Context: an optimization exercise on an open-source flow, tuned for small area and few clock cycles per item. The choices shown serve that exercise and are no tape-out recipe. In this exercise RTL edits were held to simulation tests only and were not proved equivalent to the original.

## flow/design.v (module list and top-level ports; edited modules follow where they fit)
// module svv_sq7: 57 lines
// module svv_sq6: 43 lines
// module svv_mul_g: 356 lines
// module svv_mul_x: 354 lines
// module svv_mul_vc: 92 lines
// module svv_sq13: 188 lines
// module svv_fa: 4 lines
// module svv_ha: 4 lines
// module svv_maj: 3 lines
// module svv_xn: 3 lines
// module svv_or: 3 lines
// module stereo_voice_volume_pan_law: 212 lines
module stereo_voice_volume_pan_law (
  input  logic        clk_i,
  input  logic        rst_ni,
  input  logic        in_valid_i,
  output logic        in_ready_o,
  input  logic [6:0]  in_voice_level_i,
  input  logic [6:0]  in_cmd_volume_i,
  input  logic [6:0]  in_cmd_pan_i,
  input  logic [6:0]  in_tone_volume_i,
  input  logic [6:0]  in_tone_pan_i,
  input  logic [6:0]  in_program_volume_i,
  output logic        out_valid_o,
  input  logic        out_ready_i,
  output logic [13:0] out_left_level_o,
  output logic [13:0] out_right_level_o,
  input  logic        cfg_we_i,
  input  logic [1:0]  cfg_idx_i,
  input  logic [6:0]  cfg_data_i
);
  // ...
==> flow/run.sh <==
#!/bin/bash
# synth_recipe.tcl (not shown) runs the flow's synth.tcl, then flattens the netlist and writes it again
# the make line also repeats each setting of config.mk as NAME=value (left out here)
make -C /OpenROAD-flow-scripts/flow DESIGN_CONFIG=/design/flow/config.mk WORK_HOME=/design/flow/orfs CLKGATE_MAP_FILE= SYNTH_SCRIPT=/design/flow/synth_recipe.tcl finish
==> flow/config.mk <==
export PLATFORM = sky130hd
export DESIGN_NAME = stereo_voice_volume_pan_law
export DESIGN_NICKNAME = stereo_voice_volume_pan_law
export VERILOG_FILES = /design/flow/design.v
export SDC_FILE = /design/flow/constraint.sdc
export NUM_CORES = 4
export LEC_CHECK = 0
export CAP_MARGIN = 20
export CORE_MARGIN = 2
export CORE_UTILIZATION = 40
export SLEW_MARGIN = 20
export SYNTH_HIERARCHICAL = 1
export SYNTH_MINIMUM_KEEP_SIZE = 0
==> flow/constraint.sdc <==
create_clock -name core_clock -period 7.0 [get_ports {clk_i}]
set_input_delay 1.4000 -clock core_clock [delete_from_list [all_inputs] [get_ports {clk_i}]]
set_output_delay 1.4000 -clock core_clock [all_outputs]
set_load 0.01 [all_outputs]
==> metrics.csv, run 1 <==
metric;value;unit
r2r_slack;0.35;ns
drt_wl_total;153.1;mm
post-place-cells;7488;
worstPathRequired;7.38;ns
clock-sinks;395;
avgViaCountPerCell;5.410;
clock_buffers;59;
timing.critical_path.buf_inv;0;
nFillCells;14090;
cts_inserted_buffers;50;
drive_gt1_frac;0.1053;
start_util;0.4034;
cp_slowest_stage_delay;0.62;ns
finalSetupViolations;0;
cp.depth;18;
whs_path_depth;0;
finalNetCount;7099;
period_share;0.9499;
root_buffer;clkbuf_16;
met3_usage;0.02371;
wl_per_cell;20.20;microns
max_slew_margin;0.3811;
seqCellArea;11760;sq um
die_x;392.9;microns
r2r_end;r_q6[12];
tightest_slew;0.9284;ns
place_area;63730;sq um
multi_input_cells;4712;
status;timing/DRC/antenna clean;
Testbench counts, summed over its fixed seeds: cycles 9,672, items 9,600.
==> inputs of run 2 (changes only) <==
--- a/flow/config.mk
+++ b/flow/config.mk
@@ -9,4 +9,8 @@
 export CORE_MARGIN = 2
 export CORE_UTILIZATION = 40
+export CTS_BUF_LIST = sky130_fd_sc_hd__clkbuf_8
+export CTS_CLUSTER_DIAMETER = 60
+export CTS_CLUSTER_SIZE = 12
+export GPL_TIMING_DRIVEN = 0
 export SLEW_MARGIN = 20
 export SYNTH_HIERARCHICAL = 1
==> run 2 against run 1 <==
Compared with the run above: critical path depth decreased by 1; largest cell class unchanged; sequential cell count unchanged; routed wire length about the same; register-to-register slack got worse by 0.17 ns; sequential share of layout area decreased by 0.18 points; die area unchanged.
==> metrics.csv, run 2 <==
metric;value;unit;change
worstReg2RegStart;master_use_q[10];;
final_util;0.4407;;
layout_min_cycle_time;6.817;ns;
worst_setup_path_end_kind;flip-flop;;
hpwl;120.4;mm;
worstPathRequired;7.49;ns;+0.11 ns
tightest_slew;0.8053;ns;-0.1231 ns
grt.total_usage;0.2050;;
grt_first_pass_wirelength;249.9;mm;
nFillCells;14230;;+0.99%
hp-start;d_q1[5];;
path_clk_slew;0.08;ns;
clock_latency;0.80;ns;
htreeDepth;2;;
clock-sinks;395;;unchanged
grt_pass1_vias;45870;;
critPathKind;flip-flop to flip-flop;;
finalMaxSlewViolations;0;;
drt_wl_total;153.1;mm;about the same
drcViolationCount;0;;
maxCapViolations;0;;
whs_path_depth;0;;unchanged
port_buffers;85;;
grt_overflow_total;0;;
worst_clock_skew;0.06710;ns;
avgViaCountPerCell;5.364;;-0.86%
fp.dieH;392.9;microns;
max_freq;0.1467;GHz;
synth_fp_nets;7131;;
root_buffer;clkbuf_8;;
die_x;392.9;microns;unchanged
whs_endpoint;d_q2[5];;
period_share;0.9738;;+0.02396
synth_warnings;7;;
syn_inst;5556;;
cp_max_fo;10;;
grt_max_degree;136;;
num_rows;142;;
avgSynthCellArea;10.89;sq um;
r2r_cells;17;;
seqCellArea;11760;sq um;unchanged
r2r_end;r_q8[12];;
multi_input_area;46840;sq um;
max_slew_margin;0.4632;;+0.08207
antenna_left;0;;
r2r_slack;0.18;ns;-0.17 ns
rsz0062_at_grt;true;;
finalSetupViolations;0;;unchanged
post_synth_instance_area;60490;sq um;
antenna_found_initial;5;;
dieArea;154400;sq um;
cts_tree;yes;;
drive_gt1_frac;0.1111;;+0.005753
cp.arrival;7.31;ns;
cp-start-kind;flip-flop;;
wl_per_cell;19.57;microns;-3.2%
syn_to_final_growth;9.238;%;
start_util;0.4034;;unchanged
vias;41970;;
pin_count;86;;
drtIter0Drc;2982;;
cts_inserted_buffers;53;;+6.0%
clockBufferDepth;3;;
status;timing/DRC/antenna clean;;
core_area;150000;sq um;
place.gp.congestion;0.8841;;
final_hold_viol_count;0;;
finalNetCount;7345;;+3.5%
min_path_type;flip-flop to flip-flop;;
mostFrequentLayoutCells;nand2_1, fa_1, edfxtp_1, clkbuf_1, xnor2_1;;
firstDrtPassIters;6;;
layout_commonest_cell;nand2_1;;
## run 2: metrics by stage
step	instances	cell area, sq um	hold slack (ns)	worst slack [ns]	setup TNS [ns]
global placement	7657	63860	0.4023	-1.963	-667.83
global route	7824	66080	0.4260	-0.06406	-0.08229
finish	7824	66080	0.4133	0.1832	0
floorplan	5556	60490	0.4003	0.5295	0
CTS	7806	65740	0.4177	0.004889	0
detailed placement	7660	63940	0.4045	-0.5020	-10.69
## run 2: worst max-delay path, stage by stage (launching register included)
cell and delay (ns):
edfxtp_1 0.70, buf_1 0.55, nand2_1 0.17, fa_1 0.58, fa_1 0.43, fa_1 0.52, fa_1 0.42, maj3_2 0.33
maj3_2 0.33, maj3_2 0.32, maj3_2 0.33, fa_1 0.43, fa_1 0.44, a211oi_1 0.27, nor2_1 0.10, o41ai_2 0.29
o2111ai_1 0.20, xnor2_1 0.16
## run 2: worst max-delay path by stage
| stage | from | endpoint | slack (ns) | cells after the start |
|---|---|---|---|---|
| after detailed placement | cvsq_q4[7] | r_q5[12] | -0.50 | 19 |
| after CTS | pvsq_q5[7] | l_q6[10] | 0.005 | 20 |
| after global routing | sfx_use_q[10] | r_q7[12] | -0.06 | 17 |
| final | master_use_q[10] | r_q8[12] | 0.18 | 17 |
| after global placement | out_ready_i | l_q6[0] | -1.96 | 4 |
| after floorplan | cvsq_q4[7] | l_q5[8] | 0.53 | 18 |
## run 2: what timing repair did
item,4_1_cts,5_1_grt
hold endpoints to repair,0,0
setup endpoints to repair,47,36
hold buffers,0,0
gates resized for setup,40,107
setup buffers,62,28
## run 2: routing by layer
| metal | GRT usage | routed length, microns | up-vias |
|---|---|---|---|
| met4 | 0.06172 | 4411 | 4 |
| met2 | 0.3461 | 75610 | 1414 |
| met1 | 0.2718 | 63480 | 21820 |
| li1 | - | - | 18490 |
| met5 | 0 | 25 | - |
| met3 | 0.03250 | 9564 | 249 |
## run 2: area by class of cell
cell class / instances / share of cell area
Sequential cell: 395 / 0.1779
Tap cell: 2016 / 0.03817
Clock buffer: 53 / 0.01104
Antenna cell: 2 / 0.00007574
Clock inverter: 38 / 0.006211
Inverter: 76 / 0.004507
Multi-Input combinational cell: 4712 / 0.7089
Timing Repair Buffer: 178 / 0.02681
Buffer: 354 / 0.02640
==> inputs of run 3 (changes only) <==
--- a/flow/config.mk
+++ b/flow/config.mk
@@ -12,5 +12,4 @@
 export CTS_CLUSTER_DIAMETER = 60
 export CTS_CLUSTER_SIZE = 12
-export GPL_TIMING_DRIVEN = 0
 export SLEW_MARGIN = 20
 export SYNTH_HIERARCHICAL = 1
==> run 3 against run 2 <==
Compared with the run above: critical path type unchanged; cell count down 3.0%; sequential cell count unchanged; clock skew up 0.0016 ns; critical endpoint is now l_q5[10].
==> metrics.csv, run 3 <==
metric;value;unit;change
place_area;63730;sq um;-0.32%
grt_max_degree;170;;+25%
die_x;392.9;microns;unchanged
status;timing/DRC/antenna clean;;
synth_warnings;7;;unchanged
grt.total_usage;0.2031;;-0.001839
synth_fp_nets;7131;;unchanged
layoutNonFillerInstCount;7593;;-3.0%
start_util;0.4034;;unchanged
antenna_found_initial;3;;-2
cts_tree;yes;;
min_path_type;flip-flop to flip-flop;;
root_buffer;clkbuf_8;;
finalNetCount;7106;;-3.3%
max_slew_margin;0.3864;;-0.07675
drt_wl_total;152.7;mm;-0.28%
cp-start-kind;flip-flop;;
drtIter0Drc;2982;;unchanged
vias;40970;;-2.4%
pin_count;86;;unchanged
finalSetupViolations;0;;unchanged
dieArea;154400;sq um;unchanged
post_synth_instance_area;60490;sq um;unchanged
num_rows;142;;unchanged
critPathKind;flip-flop to flip-flop;;
period_share;0.9517;;-0.02211
antenna_left;0;;unchanged
path_common_cell;maj3_2;;
finalMaxSlewViolations;0;;unchanged
cts_inserted_buffers;57;;+7.5%
clock_latency;0.77;ns;-0.03 ns
layout_commonest_cell;nand2_1;;
clockBufferDepth;3;;unchanged
port_buffers;85;;unchanged
wl_per_cell;20.11;microns;+2.8%
post-place-cells;7488;;-2.2%
grt_overflow_total;0;;unchanged
rsz0062_at_grt;false;;
syn_inst;5556;;unchanged
final_hold_viol_count;0;;unchanged
cts_resized;0;;-100%
mostFrequentLayoutCells;nand2_1, fa_1, edfxtp_1, buf_4, xnor2_1;;
place.gp.congestion;0.8857;;+0.18%
firstDrtPassIters;5;;-1
holdWs;0.4152;ns;+0.001861 ns
cp_slowest_cell;edfxtp_1;;
cts_setup_buffers;0;;-100%
maxCapViolations;0;;unchanged
fp.dieH;392.9;microns;unchanged
drive_gt1_frac;0.1069;;-0.004186
drcViolationCount;0;;unchanged
worstPathRequired;7.54;ns;+0.05 ns
grt_pass1_vias;44890;;-2.1%
worst_clock_skew;0.06874;ns;+0.001638 ns
avgSynthCellArea;10.89;sq um;unchanged
core_area;150000;sq um;unchanged
worst_setup_path_end_kind;flip-flop;;
tightest_slew;0.9204;ns;+0.1151 ns
avgViaCountPerCell;5.395;;+0.58%
cp_slowest_stage_delay;0.62;ns;-0.08 ns
path_clk_slew;0.08;ns;about the same
tns;0;ns;unchanged
crit_family;adder cells;;
syn_to_final_growth;7.451;%;
clock-sinks;395;;unchanged
layout_min_cycle_time;6.662;ns;-0.1547 ns
timing.critical_path.buf_inv;0;;-1
htreeDepth;2;;unchanged
postCtsHoldBufs;0;;unchanged
fin_area;65000;sq um;-1.6%
hpwl;119.0;mm;-1.2%
cp.arrival;7.20;ns;-0.11 ns
grt_first_pass_wirelength;248.6;mm;-0.50%
worstPathCellList;nand2_1 > fa_1 > fa_1 > fa_1 > maj3_2 > maj3_2 > maj3_2 > maj3_2 > maj3_2 > maj3_2 > maj3_2 > fa_1 > fa_1 > a21o_1 > and4_1 > o2111a_1 > o21ai_0 > nor3b_1;;
max_freq;0.1501;GHz;+2.3%
cp_max_fo;11;;+1
-- run 3: layout make-up --
| type | instances | area, sq um |
|---|---|---|
| clock buffer | 60 | 825.8 |
| inverter | 76 | 301.5 |
| multi-input combinational | 4712 | 46750 |
| antenna | 2 | 5.005 |
| fill | 14180 | 84960 |
| clock inverter | 43 | 435.4 |
| timing repair buffer | 289 | 2402 |
| tap | 2016 | 2522 |
| sequential | 395 | 11760 |
-- run 3: final timing paths --
path / slack (ns) / from / end / cells past startpoint
min in group asynchronous: 0.61 / rst_ni / vld_q[7] / 1
max in group asynchronous: 6.00 / rst_ni / sfx_q[6] / 1
max: 0.34 / cvsq_q4[6] / l_q5[10] / 18
max reg2reg: 0.34 / cvsq_q4[6] / l_q5[10] / 18
min reg2reg: 0.42 / pv_q2[1] / pv_q3[1] / 0
min: 0.42 / pv_q2[1] / pv_q3[1] / 0
-- run 3: routing by layer --
layer	up-vias	wire length (microns)	GRT usage
met4	0	3877	0.05357
li1	17990	-	-
met3	207	8989	0.02628
met1	21400	64840	0.2764
met5	-	0	0
met2	1368	74950	0.3429
-- run 3: through the flow --
| stage | setup WS (ns) | utilization |
|---|---|---|
| 6_report | 0.3380 | 0.4334 |
| 5_1_grt | 0.05646 | 0.4334 |
| 4_1_cts | 0.3472 | 0.4334 |
| 3_5_place_dp | 0.3561 | 0.4250 |
| 3_3_place_gp | 0.4282 | 0.4250 |
| 2_1_floorplan | 0.5295 | - |
-- run 3: worst register-to-register path, stage by stage (launching register included) --
cell      delay [ns]
edfxtp_1        0.62
nand2_1         0.15
fa_1            0.50
fa_1            0.56
fa_1            0.44
maj3_2          0.34
maj3_2          0.31
maj3_2          0.32
maj3_2          0.32
maj3_2          0.31
maj3_2          0.31
maj3_2          0.31
fa_1            0.43
fa_1            0.46
a21o_1          0.22
and4_1          0.22
o2111a_1        0.27
o21ai_0         0.17
nor3b_1         0.24
==> inputs of run 4 (changes only) <==
==> flow/flow/run.sh (new file) <==
#!/bin/bash
# The standard layout (standard.sh, all steps) with three settings of its own:
#  - each port gets a sky130_fd_sc_hd__buf_1 as its buffer (the standard flow
#    picks a larger delay buffer);
#  - clock tree synthesis uses clkbuf_8 leaf clusters of at most 12 sinks and
#    inserts no dummy loads;
#  - after global routing, gates on paths with positive slack are downsized
#    (RECOVER_POWER).
# standard.sh's full output goes to standard.log in this folder.
set -euo pipefail
export BUFFER_PORTS_ARGS="-buffer_cell sky130_fd_sc_hd__buf_1"
export CTS_ARGS="-sink_clustering_enable -repair_clock_nets -dont_use_dummy_load -buf_list sky130_fd_sc_hd__clkbuf_8 -sink_clustering_size 12 -sink_clustering_max_diameter 60"
export RECOVER_POWER=100
bash standard.sh finish > standard.log 2>&1
==> flow/standard.sh (new file) <==
#!/bin/bash
# synth_recipe.tcl (not shown) runs the flow's synth.tcl, then flattens the netlist and writes it again
# the make line also repeats each setting of config.mk as NAME=value (left out here)
make -C /OpenROAD-flow-scripts/flow DESIGN_CONFIG=/design/flow/config.mk WORK_HOME=/design/flow/orfs CLKGATE_MAP_FILE= SYNTH_SCRIPT=/design/flow/synth_recipe.tcl "${@:-finish}"
removed: flow/run.sh
==> run 4 against run 3 <==
Compared with the run above: the layout now fails its checks (max-capacitance violations, max-slew violations); setup slack got worse by 0.088 ns; cell count fell by 0.75%; non-clock buffer count down 12; register-to-register slack got worse by 0.09 ns; global-route usage fell by 0.18 points; count of clock-buffer cells in the layout decreased by 4; highest routed layer is now met5.
==> metrics.csv, run 4 <==
metric;value;unit;change
finalSetupViolations;0;;unchanged
timing.critical_path.buf_inv;0;;unchanged
mostFrequentLayoutCells;nand2_1, fa_1, edfxtp_1, buf_4, xnor2_1;;
tns;0;ns;unchanged
multi_input_area;46610;sq um;-0.29%
clockBufferDepth;3;;unchanged
drt_wl_total;151.0;mm;-1.1%
avgSynthCellArea;10.89;sq um;unchanged
post-place-cells;7473;;-0.20%
drcViolationCount;0;;unchanged
cp_slowest_cell;fa_1;;
fp.dieH;392.9;microns;unchanged
worstPathCellList;nand2_1 > fa_1 > fa_1 > fa_1 > maj3_1 > maj3_1 > maj3_1 > maj3_2 > maj3_2 > maj3_2 > maj3_2 > fa_1 > fa_1 > a211oi_1 > nor2_1 > o41ai_1 > o2111ai_1 > xnor2_1;;
failed_checks;max-capacitance violations, max-slew violations;;
hpwl;117.7;mm;-1.1%
htreeDepth;2;;unchanged
layout_min_cycle_time;6.750;ns;+0.08842 ns
drive_gt1_frac;0.08702;;-0.01989
port_buffers;85;;unchanged
worst_clock_skew;0.1397;ns;+0.07094 ns
crit_family;adder cells;;
path_common_cell;fa_1;;
status;failed layout checks;;
drtIter0Drc;3095;;+3.8%
min_path_type;flip-flop to flip-flop;;
path_clk_slew;0.08;ns;about the same
synth_warnings;7;;unchanged
syn_inst;5556;;unchanged
place.gp.congestion;0.8689;;-1.9%
antenna_left;0;;unchanged
clock_latency;0.78;ns;about the same
synth_fp_nets;7131;;unchanged
num_rows;142;;unchanged
post-place-ws;0.3917;ns;+0.03558 ns
antenna_found_initial;7;;+4
wl_per_cell;20.03;microns;-0.37%
pin_count;86;;unchanged
finalWorstSetupSlack;0.2495;ns;-0.08842 ns
period_share;0.9644;;+0.01263
core_area;150000;sq um;unchanged
grt_overflow_total;0;;unchanged
worstPathRequired;7.50;ns;-0.04 ns
final_hold_viol_count;0;;unchanged
cp-start-kind;flip-flop;;
place_area;63080;sq um;-1.0%
clock-sinks;395;;unchanged
cts_inserted_buffers;56;;-1.8%
grt.total_usage;0.2014;;-0.001770
grt_first_pass_wirelength;245.9;mm;-1.1%
max_slew_margin;-1.500;;-1.886
finalNetCount;7093;;-0.18%
worst_setup_path_end_kind;flip-flop;;
grt_max_degree;168;;-1.2%
die_x;392.9;microns;unchanged
nFillCells;14260;;+0.61%
layoutNonFillerInstCount;7536;;-0.75%
critPathKind;flip-flop to flip-flop;;
dieArea;154400;sq um;unchanged
finalMaxSlewViolations;298;;+298
firstDrtPassIters;5;;unchanged
avgViaCountPerCell;5.430;;+0.65%
cp_max_fo;11;;unchanged
grt_pass1_vias;44600;;-0.65%
post_synth_instance_area;60490;sq um;unchanged
layout_commonest_cell;nand2_1;;
cp.arrival;7.25;ns;+0.05 ns
seqCellArea;11760;sq um;unchanged
maxCapViolations;2;;+2
start_util;0.4034;;unchanged
max_freq;0.1481;GHz;-1.3%
cp_slowest_stage_delay;0.60;ns;-0.02 ns
vias;40920;;-0.11%
tightest_slew;3.750;ns;+2.830 ns
syn_to_final_growth;5.326;%;
rsz0062_at_grt;false;;
root_buffer;clkbuf_8;;
fin_area;63710;sq um;-2.0%
cts_tree;yes;;
run 4: final timing paths:
check / startpoint / end / slack [ns] / cells past startpoint
setup / recovery: l_q7[0] / l_q8[12] / 0.25 / 18
hold / removal: pv_q3[2] / pv_q4[2] / 0.38 / 0
setup reg to reg: l_q7[0] / l_q8[12] / 0.25 / 18
hold reg to reg: pv_q3[2] / pv_q4[2] / 0.38 / 0
max in group asynchronous: rst_ni / mono_q / 5.18 / 2
min in group asynchronous: rst_ni / vld_q[7] / 1.06 / 2
run 4: area by class of cell:
| class | instances | share of cell area |
|---|---|---|
| multi-input cells | 4712 | 0.7316 |
| flip-flops and latches | 395 | 0.1845 |
| well taps | 2016 | 0.03959 |
| repair buffers | 277 | 0.02745 |
| clock buffers | 56 | 0.01210 |
| inverters | 76 | 0.004537 |
| diodes | 4 | 0.0001571 |
run 4: worst register-to-register path, stage by stage (launching register included):
cell       delay, ns
edfxtp_1        0.54
nand2_1         0.15
fa_1            0.60
fa_1            0.46
fa_1            0.47
maj3_1          0.37
maj3_1          0.39
maj3_1          0.37
maj3_2          0.32
maj3_2          0.31
maj3_2          0.31
maj3_2          0.32
fa_1            0.43
fa_1            0.44
a211oi_1        0.25
nor2_1          0.07
o41ai_1         0.31
o2111ai_1       0.21
xnor2_1         0.17
run 4: through the flow:
step	util	hold WS, ns
finish	0.4249	0.3777
floorplan	-	0.4003
detailed placement	0.4206	0.4045
CTS	0.4258	0.3721
global route	0.4249	0.3950
global placement	0.4206	0.4011
run 4: per-layer routing:
metal,track usage,wire length [microns],vias up
li1,-,-,17900
met1,0.2724,63850,21490
met2,0.3406,73950,1317
met3,0.02552,9073,218
met4,0.05643,4067,2
met5,0,17,-
run 4: timing repair:
action,CTS,global route
hold buffers,0,0
buffers inserted,0,3
endpoints found under the hold margin,0,0
resized for setup,0,0
endpoints found under the setup margin,0,1
==> inputs of run 5 (changes only) <==
==> flow/flow/run.sh (replaced) <==
#!/bin/bash
# The standard layout (standard.sh, all steps) with two settings of its own:
#  - each port gets a sky130_fd_sc_hd__buf_1 as its buffer (the standard flow
#    picks a larger delay buffer);
#  - clock tree synthesis uses clkbuf_8 leaf clusters of at most 12 sinks and
#    inserts no dummy loads.
# standard.sh's full output goes to standard.log in this folder.
set -euo pipefail
export BUFFER_PORTS_ARGS="-buffer_cell sky130_fd_sc_hd__buf_1"
export CTS_ARGS="-sink_clustering_enable -repair_clock_nets -dont_use_dummy_load -buf_list sky130_fd_sc_hd__clkbuf_8 -sink_clustering_size 12 -sink_clustering_max_diameter 60"
bash standard.sh finish > standard.log 2>&1
--- a/flow/config.mk
+++ b/flow/config.mk
@@ -12,4 +12,5 @@
 export CTS_CLUSTER_DIAMETER = 60
 export CTS_CLUSTER_SIZE = 12
+export GPL_TIMING_DRIVEN = 0
 export SLEW_MARGIN = 20
 export SYNTH_HIERARCHICAL = 1
==> run 5 against run 4 <==
Compared with the run above: critical endpoint is now r_q6[12]; design area rose by 2.1%; cell count rose by 3.2%; the run now finishes clean; critical path depth fell by 1; first-iteration DRC count fell by 9.3%; die area did not move; highest routed layer is now met4; clock skew fell by 0.029 ns; non-clock buffer count rose by 247; global-route usage rose by 0.22 points; synthesized cell count did not move.
==> metrics.csv, run 5 <==
metric;value;unit;change
fp.dieH;392.9;microns;unchanged
multi_input_area;46840;sq um;+0.48%
num_rows;142;;unchanged
cp-start-kind;flip-flop;;
seqCellArea;11760;sq um;unchanged
worst_clock_skew;0.1107;ns;-0.02893 ns
pin_count;86;;unchanged
rsz0062_at_grt;true;;
whs_endpoint;oth_q3[4];;
cts_inserted_buffers;52;;-7.1%
avgSynthCellArea;10.89;sq um;unchanged
maxCapViolations;0;;-2
dieArea;154400;sq um;unchanged
cp_max_fo;10;;-1
worst_setup_path_end_kind;flip-flop;;
drt_wl_total;152.9;mm;+1.3%
nFillCells;14280;;+0.098%
core_area;150000;sq um;unchanged
clockBufferDepth;3;;unchanged
wl_per_cell;19.66;microns;-1.9%
grt_max_degree;139;;-17%
max_slew_margin;0.5069;;+2.007
path_clk_slew;0.08;ns;about the same
antenna_found_initial;1;;-6
synth_fp_nets;7131;;unchanged
final_util;0.4337;;+0.008836
max_freq;0.1462;GHz;-1.3%
avgViaCountPerCell;5.361;;-1.3%
r2r_slack;0.16;ns;-0.09 ns
root_buffer;clkbuf_8;;
layout_commonest_cell;nand2_1;;
drtIter0Drc;2807;;-9.3%
cp.arrival;7.28;ns;+0.03 ns
r2r_end;r_q6[12];;
finalSetupViolations;0;;unchanged
grt.total_usage;0.2036;;+0.002219
critPathKind;flip-flop to flip-flop;;
worstReg2RegStart;pvsq_q5[10];;
antenna_left;0;;unchanged
status;timing/DRC/antenna clean;;
place.gp.congestion;0.9001;;+3.6%
drcViolationCount;0;;unchanged
whs_path_depth;0;;unchanged
worstPathRequired;7.44;ns;-0.06 ns
mostFrequentLayoutCells;nand2_1, fa_1, edfxtp_1, clkbuf_1, xnor2_1;;
grt_first_pass_wirelength;248.8;mm;+1.2%
min_path_type;flip-flop to flip-flop;;
port_buffers;85;;unchanged
clock_latency;0.74;ns;-0.04 ns
hpwl;120.7;mm;+2.6%
vias;41690;;+1.9%
syn_inst;5556;;unchanged
start_util;0.4034;;unchanged
drive_gt1_frac;0.1051;;+0.01803
tns;0;ns;unchanged
syn_to_final_growth;7.517;%;
layout_min_cycle_time;6.838;ns;+0.08754 ns
grt_pass1_vias;45900;;+2.9%
period_share;0.9769;;+0.01251
hp-start;oth_q2[4];;
clock-sinks;395;;unchanged
die_x;392.9;microns;unchanged
finalNetCount;7336;;+3.4%
finalMaxSlewViolations;0;;-100%
synth_warnings;7;;unchanged
post_synth_instance_area;60490;sq um;unchanged
htreeDepth;2;;unchanged
cts_tree;yes;;
r2r_cells;17;;-1
firstDrtPassIters;6;;+1
tightest_slew;0.7397;ns;-3.010 ns
grt_overflow_total;0;;unchanged
final_hold_viol_count;0;;unchanged
==> run 5: cell types whose count changed in the layout (fill, tap and decap cells not counted), moves of 10 or more <==
cell	before	now
buf_1	74	85
buf_12	0	13
buf_2	0	13
buf_4	188	146
clkbuf_1	14	198
clkbuf_2	0	56
clkbuf_4	1	11
maj3_1	25	0
maj3_2	82	107
mux2_1	15	0
mux2_2	98	113
o21ai_0	89	78
o21ai_1	1	11
==> run 5: metrics by stage <==
stage | worst slack (ns) | hold slack [ns] | cell area, sq um | cells
after global placement | -1.490 | 0.4003 | 63330 | 7657
after floorplan | 0.5295 | 0.4003 | 60490 | 5556
after CTS | 0.002475 | 0.4229 | 64730 | 7763
after global routing | -0.03802 | 0.4291 | 65040 | 7777
final | 0.1620 | 0.4210 | 65040 | 7777
after detailed placement | -0.4877 | 0.4045 | 63410 | 7660
==> run 5: routing by layer <==
metal,vias up,track usage,wire [microns]
met1,21680,0.2649,62830
met5,-,0,0
met3,260,0.03044,9186
met4,0,0.06040,4788
li1,18420,-,-
met2,1332,0.3513,76080
==> run 5: worst max-delay path, cell delays in order, from the launching register on <==
cell and delay [ns]:
edfxtp_1 0.76, clkbuf_2 0.39, nand2_1 0.13, fa_1 0.57, fa_1 0.44, fa_1 0.53, fa_1 0.43, maj3_2 0.34
maj3_2 0.32, maj3_2 0.31, maj3_2 0.33, fa_2 0.38, fa_1 0.45, a211oi_2 0.25, nor2_1 0.09, o41ai_2 0.42
o2111ai_1 0.21, xnor2_1 0.17
==> run 5: layout make-up <==
type,instances,area share
multi-input combinational,4712,0.7202
antenna,2,0.00007695
timing repair buffer,167,0.01751
clock buffer,52,0.01100
tap,2016,0.03878
buffer,357,0.02711
sequential,395,0.1808
inverter,76,0.004579
==> run 5: worst max-delay path by stage <==
stage                  from       end  slack [ns]  cells past startpoint
3_5_place_dp     pvsq_q5[7]  r_q6[12]       -0.49                     19
3_3_place_gp    out_ready_i  vc_q1[1]       -1.49                      4
5_1_grt        sfx_use_q[6]  l_q7[12]       -0.04                     21
6_report        pvsq_q5[10]  r_q6[12]        0.16                     17
2_1_floorplan    cvsq_q4[7]   l_q5[8]        0.53                     18
4_1_cts           tsq_q2[4]  g_q3[12]       0.002                     20
==> run 5: repair_timing <==
item                                    CTS  global route
endpoints found under the setup margin   48            33
setup buffers                            59            20
hold buffers                              0             0
hold endpoints to repair                  0             0
gates resized for setup                  35           121
pin swaps                                 0             4
==> inputs of run 6 (changes only) <==
--- a/flow/config.mk
+++ b/flow/config.mk
@@ -12,5 +12,4 @@
 export CTS_CLUSTER_DIAMETER = 60
 export CTS_CLUSTER_SIZE = 12
-export GPL_TIMING_DRIVEN = 0
 export SLEW_MARGIN = 20
 export SYNTH_HIERARCHICAL = 1
==> run 6 against run 5 <==
Compared with the run above: still clean; synthesized cell count unchanged; synthesized area unchanged; worst hold slack worse by 0.042 ns; routed wire length down 1.4%; core utilization down 0.77 points; sequential cell count unchanged; count of clock-buffer cells in the layout up 4.
==> metrics.csv, run 6 <==
metric;value;unit;change
cts_inserted_buffers;56;;+7.7%
maxCapViolations;0;;unchanged
finalSetupViolations;0;;unchanged
max_freq;0.1503;GHz;+2.8%
cts_tree;yes;;
post_synth_instance_area;60490;sq um;unchanged
tightest_slew;0.9055;ns;+0.1658 ns
die_x;392.9;microns;unchanged
path_clk_slew;0.08;ns;about the same
grt_max_degree;168;;+21%
final_util;0.4260;;-0.007685
critPathKind;flip-flop to flip-flop;;
clock-sinks;395;;unchanged
synth_fp_nets;7131;;unchanged
start_util;0.4034;;unchanged
nFillCells;14230;;-0.34%
cp-start-kind;flip-flop;;
status;timing/DRC/antenna clean;;
finalNetCount;7093;;-3.3%
wl_per_cell;20.01;microns;+1.8%
hpwl;117.7;mm;-2.6%
tns;0;ns;unchanged
syn_inst;5556;;unchanged
dieArea;154400;sq um;unchanged
core_area;150000;sq um;unchanged
rsz0062_at_grt;false;;
syn_to_final_growth;5.612;%;
dr.max_layer_used;met5;;
finalMaxSlewViolations;0;;unchanged
whs_path_depth;0;;unchanged
antenna_left;0;;unchanged
layout_min_cycle_time;6.655;ns;-0.1833 ns
avgViaCountPerCell;5.433;;+1.3%
cp.arrival;7.15;ns;-0.13 ns
period_share;0.9507;;-0.02618
worst_clock_skew;0.1406;ns;+0.02983 ns
grt.total_usage;0.2014;;-0.002219
drcViolationCount;0;;unchanged
holdWs;0.3795;ns;-0.04154 ns
grt_overflow_total;0;;unchanged
drtIter0Drc;3134;;+12%
mostFrequentLayoutCells;nand2_1, fa_1, edfxtp_1, buf_4, xnor2_1;;
vias;40950;;-1.8%
min_path_type;flip-flop to flip-flop;;
clock_latency;0.78;ns;+0.04 ns
port_buffers;85;;unchanged
pin_count;86;;unchanged
num_rows;142;;unchanged
max_slew_margin;0.3963;;-0.1106
r2r_cells;18;;+1
clockBufferDepth;3;;unchanged
root_buffer;clkbuf_8;;
place.gp.congestion;0.8689;;-3.5%
drt_wl_total;150.8;mm;-1.4%
wl_met3;8.930;mm;-2.8%
firstDrtPassIters;5;;-1
synth_warnings;7;;unchanged
worst_setup_path_end_kind;flip-flop;;
cts_resized;0;;-100%
avgSynthCellArea;10.89;sq um;unchanged
cp_max_fo;11;;+1
grt_first_pass_wirelength;245.9;mm;-1.2%
fp.dieH;392.9;microns;unchanged
worstPathRequired;7.49;ns;+0.05 ns
antenna_found_initial;8;;+7
drive_gt1_frac;0.09844;;-0.006612
htreeDepth;2;;unchanged
final_hold_viol_count;0;;unchanged
wl_met2;73.85;mm;-2.9%
wl_met1;63.90;mm;+1.7%
layout_commonest_cell;nand2_1;;
grt_pass1_vias;44600;;-2.8%
-- run 6: cell count changes in the layout (fill, tap and decap cells not counted), moves of 4 or more --
cell / before / now
buf_4: 146 / 191
clkbuf_8: 52 / 56
buf_12: 13 / 1
clkbuf_2: 56 / 0
buf_2: 13 / 0
fa_2: 6 / 0
fa_1: 1343 / 1349
o41ai_2: 6 / 0
clkbuf_1: 198 / 0
clkbuf_4: 11 / 0
o41ai_1: 3 / 9
-- run 6: cell type report --
class | instances | area, sq um | area share
Multi-Input combinational cell | 4712 | 46750 | 0.7318
Sequential cell | 395 | 11760 | 0.1840
Tap cell | 2016 | 2522 | 0.03948
Clock buffer | 56 | 770.7 | 0.01206
Timing Repair Buffer | 277 | 1773 | 0.02775
Inverter | 76 | 301.5 | 0.004720
Antenna cell | 5 | 12.51 | 0.0001959
-- run 6: routing by layer --
metal	vias to the layer above	GRT usage
met2	1338	0.3406
met4	2	0.05643
li1	17910	-
met3	217	0.02552
met5	-	0
met1	21480	0.2724
-- run 6: timing repair --
action,4_1_cts,5_1_grt
hold buffers,0,0
setup buffers,0,3
endpoints found under the setup margin,0,1
-- run 6: critical path: stages (launching register included) --
cell       delay, ns
edfxtp_1        0.56
nand2_1         0.15
fa_1            0.58
fa_1            0.44
fa_1            0.48
maj3_2          0.32
maj3_2          0.31
maj3_2          0.32
maj3_2          0.31
maj3_2          0.32
maj3_2          0.31
maj3_2          0.32
fa_1            0.44
fa_1            0.45
a211oi_1        0.27
nor2_1          0.09
o41ai_1         0.34
o2111ai_1       0.20
xnor2_1         0.16
-- run 6: path summary, 6_finish.rpt --
path	start	endpoint	slack (ns)
max in group asynchronous	rst_ni	master_q[2]	6.01
min in group asynchronous	rst_ni	vld_q[5]	0.67
hold / removal	pv_q3[2]	pv_q4[2]	0.38
hold reg to reg	pv_q3[2]	pv_q4[2]	0.38
setup reg to reg	r_q6[0]	r_q7[12]	0.35
setup / recovery	r_q6[0]	r_q7[12]	0.35
-- run 6: per-stage QoR --
step	cell area (sq um)	setup slack, ns	cells
global route	63880	0.03331	7536
global placement	63080	0.4508	7473
CTS	63850	0.3292	7529
detailed placement	63080	0.3917	7473
finish	63880	0.3453	7537
floorplan	60490	0.5295	5556
==> module stereo_voice_volume_pan_law, before the edit <==
module stereo_voice_volume_pan_law (
  input  logic        clk_i,
  input  logic        rst_ni,
  input  logic        in_valid_i,
  output logic        in_ready_o,
  input  logic [6:0]  in_voice_level_i,
  input  logic [6:0]  in_cmd_volume_i,
  input  logic [6:0]  in_cmd_pan_i,
  input  logic [6:0]  in_tone_volume_i,
  input  logic [6:0]  in_tone_pan_i,
  input  logic [6:0]  in_program_volume_i,
  output logic        out_valid_o,
  input  logic        out_ready_i,
  output logic [13:0] out_left_level_o,
  output logic [13:0] out_right_level_o,
  input  logic        cfg_we_i,
  input  logic [1:0]  cfg_idx_i,
  input  logic [6:0]  cfg_data_i
);
  localparam logic [1:0]  CfgMono   = 2'd0;
  localparam logic [1:0]  CfgSfx    = 2'd1;
  localparam logic [1:0]  CfgMaster = 2'd2;
  logic [7:0] vld_q;       
  logic       adv;         
  logic       busy;        
  logic       stale_s_q;   
  logic       stale_m_q;   
  logic       take;
  assign adv        = !vld_q[7] || out_ready_i;
  assign busy       = |vld_q[6:0];
  assign in_ready_o = adv && (busy ? !(stale_s_q || stale_m_q) : !(stale_s_q && stale_m_q));
  assign take       = in_valid_i && in_ready_o;
  always_ff @(posedge clk_i or negedge rst_ni) begin
    if (!rst_ni) begin
      vld_q <= '0;
    end else if (adv) begin
      vld_q <= {vld_q[6:0], take};
    end
  end
  logic        mono_q;
  logic [6:0]  sfx_q, master_q;           
  logic [13:0] sfx_use_q, master_use_q;   
  logic [13:0] cfg_sq;
  logic        copy_s, copy_m;
  assign copy_s = !busy && stale_s_q;
  assign copy_m = !busy && stale_m_q && !stale_s_q;
  svv_sq7 u_cfg_sq (.a(stale_s_q ? sfx_q : master_q), .y(cfg_sq));
  always_ff @(posedge clk_i or negedge rst_ni) begin
    if (!rst_ni) begin
      mono_q    <= 1'b0;
      sfx_q     <= 7'd127;
      master_q  <= 7'd127;
      stale_s_q <= 1'b1;
      stale_m_q <= 1'b1;
    end else begin
      if (cfg_we_i && cfg_idx_i == CfgSfx) begin
        stale_s_q <= 1'b1;
      end else if (copy_s) begin
        stale_s_q <= 1'b0;
      end
      if (cfg_we_i && cfg_idx_i == CfgMaster) begin
        stale_m_q <= 1'b1;
      end else if (copy_m) begin
        stale_m_q <= 1'b0;
      end
      if (cfg_we_i) begin
        case (cfg_idx_i)
          CfgMono:   mono_q   <= cfg_data_i[0];
          CfgSfx:    sfx_q    <= cfg_data_i;
          CfgMaster: master_q <= cfg_data_i;
          default: begin
          end
        endcase
      end
    end
  end
  always_ff @(posedge clk_i) begin
    if (copy_s) begin
      sfx_use_q <= cfg_sq;
    end
    if (copy_m) begin
      master_use_q <= cfg_sq;
    end
  end
  logic [5:0]  c0, d0;
  logic [12:0] vc0;
  assign c0 = in_cmd_pan_i[6]  ? ~in_cmd_pan_i[5:0]  : in_cmd_pan_i[5:0];
  assign d0 = in_tone_pan_i[6] ? ~in_tone_pan_i[5:0] : in_tone_pan_i[5:0];
  svv_mul_vc u_vc (.a(in_voice_level_i), .b(c0), .y(vc0));
  logic p1on0, p1l0, p2swap0;
  assign p1on0   = !mono_q && (c0 != 6'd63);
  assign p1l0    = in_cmd_pan_i[6];
  assign p2swap0 = !mono_q && (d0 != 6'd63) && in_tone_pan_i[6];
  logic [6:0]  v_q1;
  logic [12:0] vc_q1;
  logic        sx_q1, ox_q1;       
  logic        p2on_q1, p2l_q1;    
  logic [5:0]  d_q1;
  logic [6:0]  tv_q1, cv_q1, pv_q1;
  always_ff @(posedge clk_i) begin
    if (adv) begin
      v_q1    <= in_voice_level_i;
      vc_q1   <= vc0;
      sx_q1   <= p1on0 && (p1l0 != p2swap0);
      ox_q1   <= p1on0 && (p1l0 == p2swap0);
      p2on_q1 <= !mono_q && (d0 != 6'd63);
      p2l_q1  <= in_tone_pan_i[6];
      d_q1    <= d0;
      tv_q1   <= in_tone_volume_i;
      cv_q1   <= in_cmd_volume_i;
      pv_q1   <= in_program_volume_i;
    end
  end
  logic [13:0] a1, x1, tsq1;
  svv_sq7  u_vsq (.a(v_q1), .y(a1));
  svv_sq13 u_m1 (.a(vc_q1), .y(x1));
  svv_sq7  u_tsq (.a(tv_q1), .y(tsq1));
  logic [13:0] src_q2, oth_q2, tsq_q2;
  logic        p2on_q2, p2l_q2;
  logic [5:0]  d_q2;
  logic [6:0]  cv_q2, pv_q2;
  always_ff @(posedge clk_i) begin
    if (adv) begin
      src_q2  <= sx_q1 ? x1 : a1;
      oth_q2  <= ox_q1 ? x1 : a1;
      tsq_q2  <= tsq1;
      p2on_q2 <= p2on_q1;
      p2l_q2  <= p2l_q1;
      d_q2    <= d_q1;
      cv_q2   <= cv_q1;
      pv_q2   <= pv_q1;
    end
  end
  logic [13:0] g2;
  logic [11:0] dsq2;
  svv_mul_g u_m2 (.a(src_q2), .b(tsq_q2), .y(g2));
  svv_sq6 u_dsq (.a(d_q2), .y(dsq2));
  logic [13:0] g_q3, oth_q3, k_q3;
  logic        p2on_q3, p2l_q3;
  logic [6:0]  cv_q3, pv_q3;
  always_ff @(posedge clk_i) begin
    if (adv) begin
      g_q3    <= g2;
      oth_q3  <= oth_q2;
      k_q3    <= p2on_q2 ? {dsq2, 2'd0} : tsq_q2;
      p2on_q3 <= p2on_q2;
      p2l_q3  <= p2l_q2;
      cv_q3   <= cv_q2;
      pv_q3   <= pv_q2;
    end
  end
  logic [13:0] y3, l3, r3, cvsq3;
  svv_mul_x u_m3 (.a(p2on_q3 ? g_q3 : oth_q3), .b(k_q3), .y(y3));
  svv_sq7 u_cvsq (.a(cv_q3), .y(cvsq3));
  assign l3 = (p2on_q3 && p2l_q3) ? y3 : g_q3;
  assign r3 = (p2on_q3 && p2l_q3) ? g_q3 : y3;
  logic [13:0] l_q4, r_q4, cvsq_q4;
  logic [6:0]  pv_q4;
  always_ff @(posedge clk_i) begin
    if (adv) begin
      l_q4    <= l3;
      r_q4    <= r3;
      cvsq_q4 <= cvsq3;
      pv_q4   <= pv_q3;
    end
  end
  logic [13:0] l4, r4, pvsq4;
  svv_mul_g u_m4l (.a(l_q4), .b(cvsq_q4), .y(l4));
  svv_mul_g u_m4r (.a(r_q4), .b(cvsq_q4), .y(r4));
  svv_sq7 u_pvsq (.a(pv_q4), .y(pvsq4));
  logic [13:0] l_q5, r_q5, pvsq_q5;
  always_ff @(posedge clk_i) begin
    if (adv) begin
      l_q5    <= l4;
      r_q5    <= r4;
      pvsq_q5 <= pvsq4;
    end
  end
  logic [13:0] l5, r5;
  svv_mul_g u_m5l (.a(l_q5), .b(pvsq_q5), .y(l5));
  svv_mul_g u_m5r (.a(r_q5), .b(pvsq_q5), .y(r5));
  logic [13:0] l_q6, r_q6;
  always_ff @(posedge clk_i) begin
    if (adv) begin
      l_q6 <= l5;
      r_q6 <= r5;
    end
  end
  logic [13:0] l6, r6;
  svv_mul_g u_m6l (.a(l_q6), .b(sfx_use_q), .y(l6));
  svv_mul_g u_m6r (.a(r_q6), .b(sfx_use_q), .y(r6));
  logic [13:0] l_q7, r_q7;
  always_ff @(posedge clk_i) begin
    if (adv) begin
      l_q7 <= l6;
      r_q7 <= r6;
    end
  end
  logic [13:0] l7, r7;
  svv_mul_g u_m7l (.a(l_q7), .b(master_use_q), .y(l7));
  svv_mul_g u_m7r (.a(r_q7), .b(master_use_q), .y(r7));
  logic [13:0] l_q8, r_q8;
  always_ff @(posedge clk_i) begin
    if (adv) begin
      l_q8 <= l7;
      r_q8 <= r7;
    end
  end
  assign out_valid_o       = vld_q[7];
  assign out_left_level_o  = l_q8;
  assign out_right_level_o = r_q8;
endmodule
==> inputs of run 7 (changes only) <==
--- a/flow/design.v
+++ b/flow/design.v
@@ -57,4 +57,54 @@
   assign y = {t70, t69, t67, t65, t63, t61, t59, t57, t55, t53, t51, t49, 1'b0, t1};
 endmodule
+module svv_sq7f (input logic [6:0] a, output logic [13:0] y);
+  logic t1, t2, t3, t4, t5, t6, t7, t8, t9, t10, t11, t12, t13, t14, t15, t16;
+  logic t17, t18, t19, t20, t21, t22, t23, t24, t25, t26, t27, t28, t29, t30, t31, t32;
+  logic t33, t34, t35, t36, t37, t38, t39, t40, t41, t42, t43, t44, t45, t46, t47, t48;
+  logic t49, t50, t51, t52;
+  assign t1 = a[0];
+  assign t2 = a[0] & a[1];
+  assign t3 = a[1];
+  assign t4 = a[0] & a[2];
+  assign t5 = a[0] & a[3];
+  assign t6 = a[1] & a[2];
+  assign t7 = a[2];
+  assign t8 = a[0] & a[4];
+  assign t9 = a[1] & a[3];
+  assign t10 = a[0] & a[5];
+  assign t11 = a[1] & a[4];
+  assign t12 = a[2] & a[3];
+  assign t13 = a[3];
+  assign t14 = a[0] & a[6];
+  assign t15 = a[1] & a[5];
+  assign t16 = a[2] & a[4];
+  assign t17 = a[1] & a[6];
+  assign t18 = a[2] & a[5];
+  assign t19 = a[3] & a[4];
+  assign t20 = a[4];
+  assign t21 = a[2] & a[6];
+  assign t22 = a[3] & a[5];
+  assign t23 = a[3] & a[6];
+  assign t24 = a[4] & a[5];
+  assign t25 = a[5];
+  assign t26 = a[4] & a[6];
+  assign t27 = a[5] & a[6];
+  assign t28 = a[6];
+  svv_ha u_t29 (.a(t10), .b(t11), .s(t29), .co(t30));
+  svv_ha u_t31 (.a(t14), .b(t15), .s(t31), .co(t32));
+  svv_fa u_t33 (.a(t17), .b(t18), .c(t19), .s(t33), .co(t34));
+  svv_ha u_t35 (.a(t5), .b(t6), .s(t35), .co(t36));
+  svv_ha u_t37 (.a(t8), .b(t9), .s(t37), .co(t38));
+  svv_fa u_t39 (.a(t29), .b(t12), .c(t13), .s(t39), .co(t40));
+  svv_fa u_t41 (.a(t30), .b(t31), .c(t16), .s(t41), .co(t42));
+  svv_fa u_t43 (.a(t32), .b(t33), .c(t20), .s(t43), .co(t44));
+  svv_fa u_t45 (.a(t34), .b(t21), .c(t22), .s(t45), .co(t46));
+  svv_fa u_t47 (.a(t23), .b(t24), .c(t25), .s(t47), .co(t48));
+  svv_ha u_t49 (.a(t2), .b(t3), .s(t49), .co(t50));
+  svv_ha u_t51 (.a(t4), .b(t50), .s(t51), .co(t52));
+  wire [9:0] ra = {1'b0, t27, t48, t46, t44, t42, t40, t38, t36, t35};
+  wire [9:0] rb = {1'b0, t28, t26, t47, t45, t43, t41, t39, t37, t7};
+  wire [9:0] sh = ra + rb + {9'd0, t52};
+  assign y = {sh[9], sh[8], sh[7], sh[6], sh[5], sh[4], sh[3], sh[2], sh[1], sh[0], t51, t49, 1'b0, t1};
+endmodule
 module svv_sq6 (input logic [5:0] a, output logic [11:0] y);
   logic t1, t2, t3, t4, t5, t6, t7, t8, t9, t10, t11, t12, t13, t14, t15, t16;
@@ -1153,7 +1203,7 @@
   logic [13:0] cfg_sq;
   logic        copy_s, copy_m;
-  assign copy_s = !busy && stale_s_q;
-  assign copy_m = !busy && stale_m_q && !stale_s_q;
-  svv_sq7 u_cfg_sq (.a(stale_s_q ? sfx_q : master_q), .y(cfg_sq));
+  assign copy_s = !busy && stale_s_q && !(stale_m_q && cfg_we_i && cfg_idx_i == CfgSfx);
+  assign copy_m = !busy && stale_m_q && !copy_s;
+  svv_sq7f u_cfg_sq (.a(copy_s ? sfx_q : master_q), .y(cfg_sq));
   always_ff @(posedge clk_i or negedge rst_ni) begin
     if (!rst_ni) begin
--- a/flow/config.mk
+++ b/flow/config.mk
@@ -8,5 +8,5 @@
 export CAP_MARGIN = 20
 export CORE_MARGIN = 2
-export CORE_UTILIZATION = 40
+export CORE_UTILIZATION = 55
 export CTS_BUF_LIST = sky130_fd_sc_hd__clkbuf_8
 export CTS_CLUSTER_DIAMETER = 60
==> run 7 against run 6 <==
Compared with the run above: clock skew fell by 0.040 ns; critical endpoint is now r_q5[12]; global-route usage is 7.1 points higher; critical path type unchanged; core utilization is 15 points higher; fmax is 0.94% lower; routed wire length is 2.1% lower; design area down 0.88%; cell count shrank 6.9%; synthesized area up 0.34%; register-to-register slack worse by 0.06 ns; setup slack lost 0.063 ns; critical path depth unchanged.
==> metrics.csv, run 7 <==
metric;value;unit;change
holdWs;0.3969;ns;+0.01749 ns
die_x;336.2;microns;-14%
firstDrtPassIters;5;;unchanged
hpwl;114.2;mm;-2.9%
path_clk_slew;0.08;ns;about the same
clock_latency;0.75;ns;-0.03 ns
max_freq;0.1489;GHz;-0.94%
worstPathCellList;nand2_1 > fa_1 > fa_1 > fa_1 > maj3_2 > maj3_2 > maj3_2 > maj3_2 > maj3_2 > maj3_2 > maj3_2 > fa_1 > fa_1 > a211oi_1 > nor2_1 > o41ai_1 > o2111ai_1 > xnor2_1;;
place_area;62510;sq um;-0.91%
drtIter0Drc;2535;;-19%
cp_slowest_stage_delay;0.65;ns;+0.07 ns
cts_resized;0;;unchanged
whs_path_depth;0;;unchanged
use_met2;0.4522;;+0.1115
cts_inserted_buffers;57;;+1.8%
layout_min_cycle_time;6.718;ns;+0.06328 ns
wl_per_cell;21.04;microns;+5.1%
layoutNonFillerInstCount;7020;;-6.9%
grt.total_usage;0.2721;;+0.07077
met3_usage;0.03610;;+0.01058
worstPathRequired;7.51;ns;+0.02 ns
htreeDepth;2;;unchanged
postCtsHoldBufs;0;;unchanged
syn_inst;5594;;+0.68%
cp.depth;18;;unchanged
timing.critical_path.buf_inv;0;;unchanged
synth_fp_nets;7169;;+0.53%
drive_gt1_frac;0.09471;;-0.003727
mostFrequentLayoutCells;nand2_1, fa_1, edfxtp_1, xnor2_1, ha_1;;
syn_to_final_growth;4.333;%;
min_path_type;flip-flop to flip-flop;;
dieArea;113000;sq um;-27%
num_rows;121;;-15%
worst_clock_skew;0.1003;ns;-0.04031 ns
clock-sinks;395;;unchanged
avgViaCountPerCell;5.809;;+6.9%
drcViolationCount;0;;unchanged
grt_pass1_vias;44720;;+0.28%
fp.dieH;336.2;microns;-14%
grt_overflow_total;0;;unchanged
layout_commonest_cell;nand2_1;;
grt_max_degree;158;;-6.0%
clockBufferDepth;3;;unchanged
finalNetCount;7120;;+0.38%
r2r_cells;18;;unchanged
crit_family;adder cells;;
tightest_slew;1.076;ns;+0.1705 ns
vias;40780;;-0.42%
r2r_slack;0.28;ns;-0.06 ns
root_buffer;clkbuf_8;;
final_util;0.5801;;+0.1541
drt_wl_total;147.7;mm;-2.1%
core_area;109200;sq um;-27%
post_synth_instance_area;60690;sq um;+0.34%
busiest_layer;met2;;
place.gp.congestion;0.8908;;+2.5%
cp_max_fo;12;;+1
worst_setup_path_end_kind;flip-flop;;
start_util;0.5560;;+0.1526
cp_slowest_cell;edfxtp_1;;
synth_warnings;7;;unchanged
pin_count;86;;unchanged
final_hold_viol_count;0;;unchanged
grt_first_pass_wirelength;242.1;mm;-1.6%
rsz0062_at_grt;false;;
port_buffers;85;;unchanged
cp-start-kind;flip-flop;;
cts_tree;yes;;
avgSynthCellArea;10.85;sq um;-0.34%
max_slew_margin;0.2811;;-0.1152
met1_usage;0.3752;;+0.1029
post-place-ws;0.3232;ns;-0.06844 ns
finalMaxSlewViolations;0;;unchanged
antenna_left;0;;unchanged
path_common_cell;maj3_2;;
status;timing/DRC/antenna clean;;
critPathKind;flip-flop to flip-flop;;
antenna_found_initial;1;;-7
finalWorstSetupSlack;0.2820;ns;-0.06328 ns
cp.arrival;7.23;ns;+0.08 ns
post-place-cells;6958;;-6.9%
tns;0;ns;unchanged
maxCapViolations;0;;unchanged
fin_area;63320;sq um;-0.88%
finalSetupViolations;0;;unchanged
period_share;0.9597;;+0.009040
==> run 7: cell type report <==
class | count | area, sq um
diodes | 1 | 2.502
clock buffers | 57 | 784.5
fillers | 9327 | 45830
inverters | 77 | 305.3
multi-input cells | 4758 | 47010
flip-flops and latches | 395 | 11760
well taps | 1476 | 1847
repair buffers | 256 | 1615
==> run 7: repair_timing <==
action	4_1_cts	5_1_grt
endpoints found under the hold margin	0	0
buffers inserted	0	4
setup endpoints to repair	0	1
==> run 7: path summary, 6_finish.rpt <==
check / end / start
worst max-delay path: r_q5[12] / r_q4[1]
worst min-delay path: cv_q2[4] / cv_q1[4]
max in group asynchronous: stale_s_q / rst_ni
min in group asynchronous: vld_q[1] / rst_ni
worst max register to register: r_q5[12] / r_q4[1]
worst min register to register: cv_q2[4] / cv_q1[4]
==> run 7: layer usage <==
layer  wire length, microns  vias to the layer above  share of wire
met5                      0                        -              0
met4                   4401                        0          0.030
met3                   8359                      210          0.057
met2                  71980                     1222           0.49
met1                  62930                    21280           0.43
li1                       -                    18060              -
Testbench counts of run 7, summed over its fixed seeds: cycles 9,672, items 9,600.
==> inputs of run 8 (changes only) <==
--- a/flow/config.mk
+++ b/flow/config.mk
@@ -6,11 +6,11 @@
 export NUM_CORES = 4
 export LEC_CHECK = 0
-export CAP_MARGIN = 20
+export CAP_MARGIN = 5
 export CORE_MARGIN = 2
-export CORE_UTILIZATION = 55
+export CORE_UTILIZATION = 40
 export CTS_BUF_LIST = sky130_fd_sc_hd__clkbuf_8
 export CTS_CLUSTER_DIAMETER = 60
 export CTS_CLUSTER_SIZE = 12
-export SLEW_MARGIN = 20
+export SLEW_MARGIN = 5
 export SYNTH_HIERARCHICAL = 1
 export SYNTH_MINIMUM_KEEP_SIZE = 0
==> run 8 against run 7 <==
Compared with the run above: fmax shrank 0.81%; highest routed layer unchanged.
==> metrics.csv, run 8 <==
metric;value;unit;change
grt_overflow_total;0;;unchanged
cts_resized;0;;unchanged
cp.arrival;7.20;ns;-0.03 ns
pin_count;86;;unchanged
grt_pass1_vias;45360;;+1.4%
cts_inserted_buffers;56;;-1.8%
grt.total_usage;0.1988;;-0.07330
maxCapViolations;0;;unchanged
nFillCells;14290;;+53%
antenna_found_initial;1;;unchanged
mostFrequentLayoutCells;nand2_1, fa_1, edfxtp_1, xnor2_1, buf_4;;
tns;0;ns;unchanged
cts_tree;yes;;
antenna_left;0;;unchanged
tightest_slew;0.9473;ns;-0.1287 ns
cts_setup_buffers;0;;unchanged
period_share;0.9676;;+0.007842
hpwl;117.6;mm;+2.9%
path_clk_slew;0.08;ns;about the same
clock_latency;0.77;ns;+0.02 ns
firstDrtPassIters;5;;unchanged
die_x;393.5;microns;+17%
cp-start-kind;flip-flop;;
status;timing/DRC/antenna clean;;
avgViaCountPerCell;5.478;;-5.7%
clockBufferDepth;3;;unchanged
fp.dieH;393.5;microns;+17%
drive_gt1_frac;0.09634;;+0.001630
worst_clock_skew;0.1112;ns;+0.01090 ns
holdWs;0.4106;ns;+0.01368 ns
finalSetupViolations;0;;unchanged
port_buffers;85;;unchanged
dieArea;154900;sq um;+37%
layout_min_cycle_time;6.773;ns;+0.05490 ns
drt_wl_total;151.7;mm;+2.7%
htreeDepth;2;;unchanged
rsz0062_at_grt;false;;
finalNetCount;7130;;+0.14%
max_freq;0.1476;GHz;-0.81%
place.gp.congestion;0.8730;;-2.0%
grt_max_degree;146;;-7.6%
worst_setup_path_end_kind;flip-flop;;
finalMaxSlewViolations;0;;unchanged
vias;41480;;+1.7%
drcViolationCount;0;;unchanged
max_slew_margin;0.3685;;+0.08736
drtIter0Drc;3029;;+19%
syn_to_final_growth;5.564;%;
root_buffer;clkbuf_8;;
syn_inst;5594;;unchanged
worstPathRequired;7.42;ns;-0.09 ns
clock-sinks;395;;unchanged
cp_max_fo;11;;-1
wl_per_cell;20.04;microns;-4.7%
core_area;150300;sq um;+38%
synth_fp_nets;7169;;unchanged
start_util;0.4038;;-0.1522
min_path_type;flip-flop to flip-flop;;
layout_commonest_cell;nand2_1;;
synth_warnings;7;;unchanged
num_rows;142;;+17%
final_hold_viol_count;0;;unchanged
post_synth_instance_area;60690;sq um;unchanged
postCtsHoldBufs;0;;unchanged
critPathKind;flip-flop to flip-flop;;
grt_first_pass_wirelength;248.9;mm;+2.8%
avgSynthCellArea;10.85;sq um;unchanged
## run 8: path summary, 6_finish.rpt
| kind | from | cells past startpoint | end | slack (ns) |
|---|---|---|---|---|
| min | d_q1[5] | 0 | d_q2[5] | 0.41 |
| min reg2reg | d_q1[5] | 0 | d_q2[5] | 0.41 |
| max reg2reg | r_q4[0] | 19 | r_q5[12] | 0.23 |
| max in group asynchronous | rst_ni | 2 | master_q[4] | 5.97 |
| min in group asynchronous | rst_ni | 2 | vld_q[7] | 0.68 |
| max | r_q4[0] | 19 | r_q5[12] | 0.23 |
## run 8: per-stage QoR
step	util	setup slack, ns	cells	cell area (sq um)
6_report	0.4263	0.2271	7571	64070
5_1_grt	0.4262	0.02420	7570	64070
4_1_cts	0.4260	0.09832	7564	64030
3_5_place_dp	0.4208	0.2119	7508	63260
3_3_place_gp	0.4208	0.3424	7508	63260
2_1_floorplan	-	0.5295	5594	60690
## run 8: cell type report
cell class,count,area (sq um),area share
multi-input combinational,4758,47010,0.7338
clock buffer,56,770.7,0.01203
inverter,77,305.3,0.004765
timing repair buffer,267,1698,0.02650
tap,2016,2522,0.03937
antenna,2,5.005,0.00007811
sequential,395,11760,0.1835
## run 8: metal layers
metal	GRT usage	wire length (microns)
met1	0.2812	67080
met2	0.3216	71340
met3	0.03191	10300
met4	0.04632	2997
met5	0	0
## run 8: worst max-delay path: stages (launching register included)
cell,delay (ns)
edfxtp_1,0.56
nand2_1,0.14
xnor2_1,0.28
fa_1,0.47
fa_1,0.47
maj3_2,0.32
maj3_2,0.31
maj3_2,0.31
maj3_2,0.31
maj3_2,0.31
maj3_2,0.32
maj3_2,0.31
maj3_2,0.33
fa_1,0.43
fa_1,0.44
a211oi_1,0.32
nor2_1,0.09
o41ai_1,0.34
o2111ai_1,0.19
xnor2_1,0.16
==> inputs of run 9 (changes only) <==
--- a/flow/config.mk
+++ b/flow/config.mk
@@ -6,5 +6,5 @@
 export NUM_CORES = 4
 export LEC_CHECK = 0
-export CAP_MARGIN = 5
+export CAP_MARGIN = 20
 export CORE_MARGIN = 2
 export CORE_UTILIZATION = 40
@@ -12,5 +12,5 @@
 export CTS_CLUSTER_DIAMETER = 60
 export CTS_CLUSTER_SIZE = 12
-export SLEW_MARGIN = 5
+export SLEW_MARGIN = 20
 export SYNTH_HIERARCHICAL = 1
 export SYNTH_MINIMUM_KEEP_SIZE = 0
==> run 9 against run 8 <==
Compared with the run above: still clean; critical path depth did not move; count of clock-buffer cells in the layout unchanged; synthesized area unchanged; fmax is the same.
==> metrics.csv, run 9 <==
metric;value;unit;change
status;timing/DRC/antenna clean;;
cp_slowest_stage_delay;0.56;ns;about the same
grt.total_usage;0.1988;;unchanged
place.gp.congestion;0.8730;;unchanged
worstReg2RegStart;r_q4[0];;
avgSynthCellArea;10.85;sq um;unchanged
pin_count;86;;unchanged
drcViolationCount;0;;unchanged
worst_setup_path_end_kind;flip-flop;;
clockBufferDepth;3;;unchanged
final_hold_viol_count;0;;unchanged
worst_clock_skew;0.1112;ns;unchanged
max_freq;0.1476;GHz;unchanged
min_path_type;flip-flop to flip-flop;;
synth_warnings;7;;unchanged
grt_max_degree;146;;unchanged
post_synth_instance_area;60690;sq um;unchanged
antenna_left;0;;unchanged
max_slew_margin;0.3685;;unchanged
finalSetupViolations;0;;unchanged
tightest_slew;0.9473;ns;unchanged
cts_tree;yes;;
core_area;150300;sq um;unchanged
vias;41480;;unchanged
grt_first_pass_wirelength;248.9;mm;unchanged
syn_inst;5594;;unchanged
path_clk_slew;0.08;ns;about the same
htreeDepth;2;;unchanged
cp_max_fo;11;;unchanged
period_share;0.9676;;unchanged
avgViaCountPerCell;5.478;;unchanged
num_rows;142;;unchanged
maxCapViolations;0;;unchanged
antenna_found_initial;1;;unchanged
r2r_cells;19;;unchanged
clock_latency;0.77;ns;about the same
grt_pass1_vias;45360;;unchanged
nFillCells;14290;;unchanged
cp.arrival;7.20;ns;about the same
endpoint;r_q5[12];;
die_x;393.5;microns;unchanged
syn_to_final_growth;5.564;%;unchanged
wl_per_cell;20.04;microns;unchanged
finalMaxSlewViolations;0;;unchanged
r2r_end;r_q5[12];;
synth_fp_nets;7169;;unchanged
drtIter0Drc;3029;;unchanged
layout_commonest_cell;nand2_1;;
rsz0062_at_grt;false;;
r2r_slack;0.23;ns;about the same
finalNetCount;7130;;unchanged
cp-start-kind;flip-flop;;
worstPathRequired;7.42;ns;about the same
root_buffer;clkbuf_8;;
clock-sinks;395;;unchanged
tns;0;ns;unchanged
hpwl;117.6;mm;unchanged
worstPathCellList;nand2_1 > xnor2_1 > fa_1 > fa_1 > maj3_2 > maj3_2 > maj3_2 > maj3_2 > maj3_2 > maj3_2 > maj3_2 > maj3_2 > fa_1 > fa_1 > a211oi_1 > nor2_1 > o41ai_1 > o2111ai_1 > xnor2_1;;
postCtsHoldBufs;0;;unchanged
path_common_cell;maj3_2;;
start_util;0.4038;;unchanged
cp_slowest_cell;edfxtp_1;;
fp.dieH;393.5;microns;unchanged
cts_inserted_buffers;56;;unchanged
firstDrtPassIters;5;;unchanged
critPathKind;flip-flop to flip-flop;;
layout_min_cycle_time;6.773;ns;unchanged
mostFrequentLayoutCells;nand2_1, fa_1, edfxtp_1, xnor2_1, buf_4;;
port_buffers;85;;unchanged
drive_gt1_frac;0.09634;;unchanged
drt_wl_total;151.7;mm;unchanged
dieArea;154900;sq um;unchanged
cp-startpoint;r_q4[0];;
grt_overflow_total;0;;unchanged
## run 9: cell counts in the layout (fill, tap and decap cells not counted)
No cell type changed its count.
## run 9: per-stage QoR
stage | area, sq um | hold slack [ns] | setup WS [ns] | cells | utilization
after global routing | 64070 | 0.4148 | 0.02420 | 7570 | 0.4262
after detailed placement | 63260 | 0.4045 | 0.2119 | 7508 | 0.4208
after CTS | 64030 | 0.4118 | 0.09832 | 7564 | 0.4260
after global placement | 63260 | 0.4038 | 0.3424 | 7508 | 0.4208
after floorplan | 60690 | 0.4003 | 0.5295 | 5594 | -
final | 64070 | 0.4106 | 0.2271 | 7571 | 0.4263
## run 9: final cells by class
| cell class | instances | area [sq um] | share of cell area |
|---|---|---|---|
| Sequential cell | 395 | 11760 | 0.1835 |
| Antenna cell | 2 | 5.005 | 0.00007811 |
| Timing Repair Buffer | 267 | 1698 | 0.02650 |
| Clock buffer | 56 | 770.7 | 0.01203 |
| Multi-Input combinational cell | 4758 | 47010 | 0.7338 |
| Inverter | 77 | 305.3 | 0.004765 |
| Tap cell | 2016 | 2522 | 0.03937 |
## run 9: how the worst min path moves through the flow
stage | from | to | slack, ns | cells past startpoint
detailed placement | pv_q1[5] | pv_q2[5] | 0.40 | 0
global placement | pv_q1[5] | pv_q2[5] | 0.40 | 0
floorplan | cv_q1[0] | cv_q2[0] | 0.40 | 0
finish | d_q1[5] | d_q2[5] | 0.41 | 0
global route | d_q1[5] | d_q2[5] | 0.41 | 0
CTS | d_q1[5] | d_q2[5] | 0.41 | 0
## run 9: critical path, delay by kind of cell (launching register included)
kind / cells / cell delay, ns
simple gates: 2 / 0.23
fa+ha+maj: 12 / 4.33
xor+xnor: 2 / 0.44
compound gates: 3 / 0.85
flops: 1 / 0.56
## run 9: layer usage
metal  vias up  wire, microns  GRT usage
met3       198          10300    0.03191
met2      1424          71340     0.3216
met5         -              0          0
met1     21780          67080     0.2812
met4         0           2997    0.04632
li1      18080              -          -
## run 9: repair_timing
item                                   CTS  global route
setup endpoints to repair                0             6
resized for setup                        0             0
setup buffers                            0             5
endpoints found under the hold margin    0             0

## re-timing with driven ports
Ports are ideal in the flow. The routed layouts listed here were re-timed in OpenROAD. Step 1, drivers: a clkbuf_16 drives clk_i and a buf_2 each remaining input, both assumed. Step 2 moves the port delays by t, midway between the first and last clock arrival at a register: inputs arrive t later, outputs are due t later. That takes back most of the time a late clock gives input paths. Slacks: no drivers / after step 1 / after step 2; pairs: no drivers / after step 1.
run	t (ns)	slack for setup (ns)	worst hold slack (ns)	clock arrival spread, ns	worst slew at a driven data input, ns
run 1	0.713	0.351 / 0.351 / 0.349	0.417 / 0.417 / 0.417	0.023 / 0.024	0.07
run 2	0.831	0.183 / 0.183 / 0.042	0.413 / 0.413 / 0.413	0.076 / 0.075	0.07
run 3	0.809	0.338 / 0.338 / 0.338	0.415 / 0.415 / 0.415	0.070 / 0.070	0.07
run 4	0.783	0.250 / 0.250 / -0.078	0.378 / 0.378 / 0.378	0.141 / 0.141	0.10
run 5	0.755	0.162 / 0.162 / 0.162	0.421 / 0.421 / 0.421	0.114 / 0.114	0.05
run 6	0.784	0.345 / 0.345 / 0.345	0.379 / 0.379 / 0.379	0.143 / 0.142	0.10
run 7	0.782	0.282 / 0.282 / 0.282	0.397 / 0.397 / 0.397	0.130 / 0.130	0.07
run 8	0.785	0.227 / 0.227 / 0.227	0.411 / 0.411 / 0.411	0.127 / 0.127	0.13
run 9	0.785	0.227 / 0.227 / 0.227	0.411 / 0.411 / 0.411	0.127 / 0.127	0.13
For run 4, which loses most, drivers alone change the setup slack by 0.000 ns; drivers and shift together by -0.328 ns.
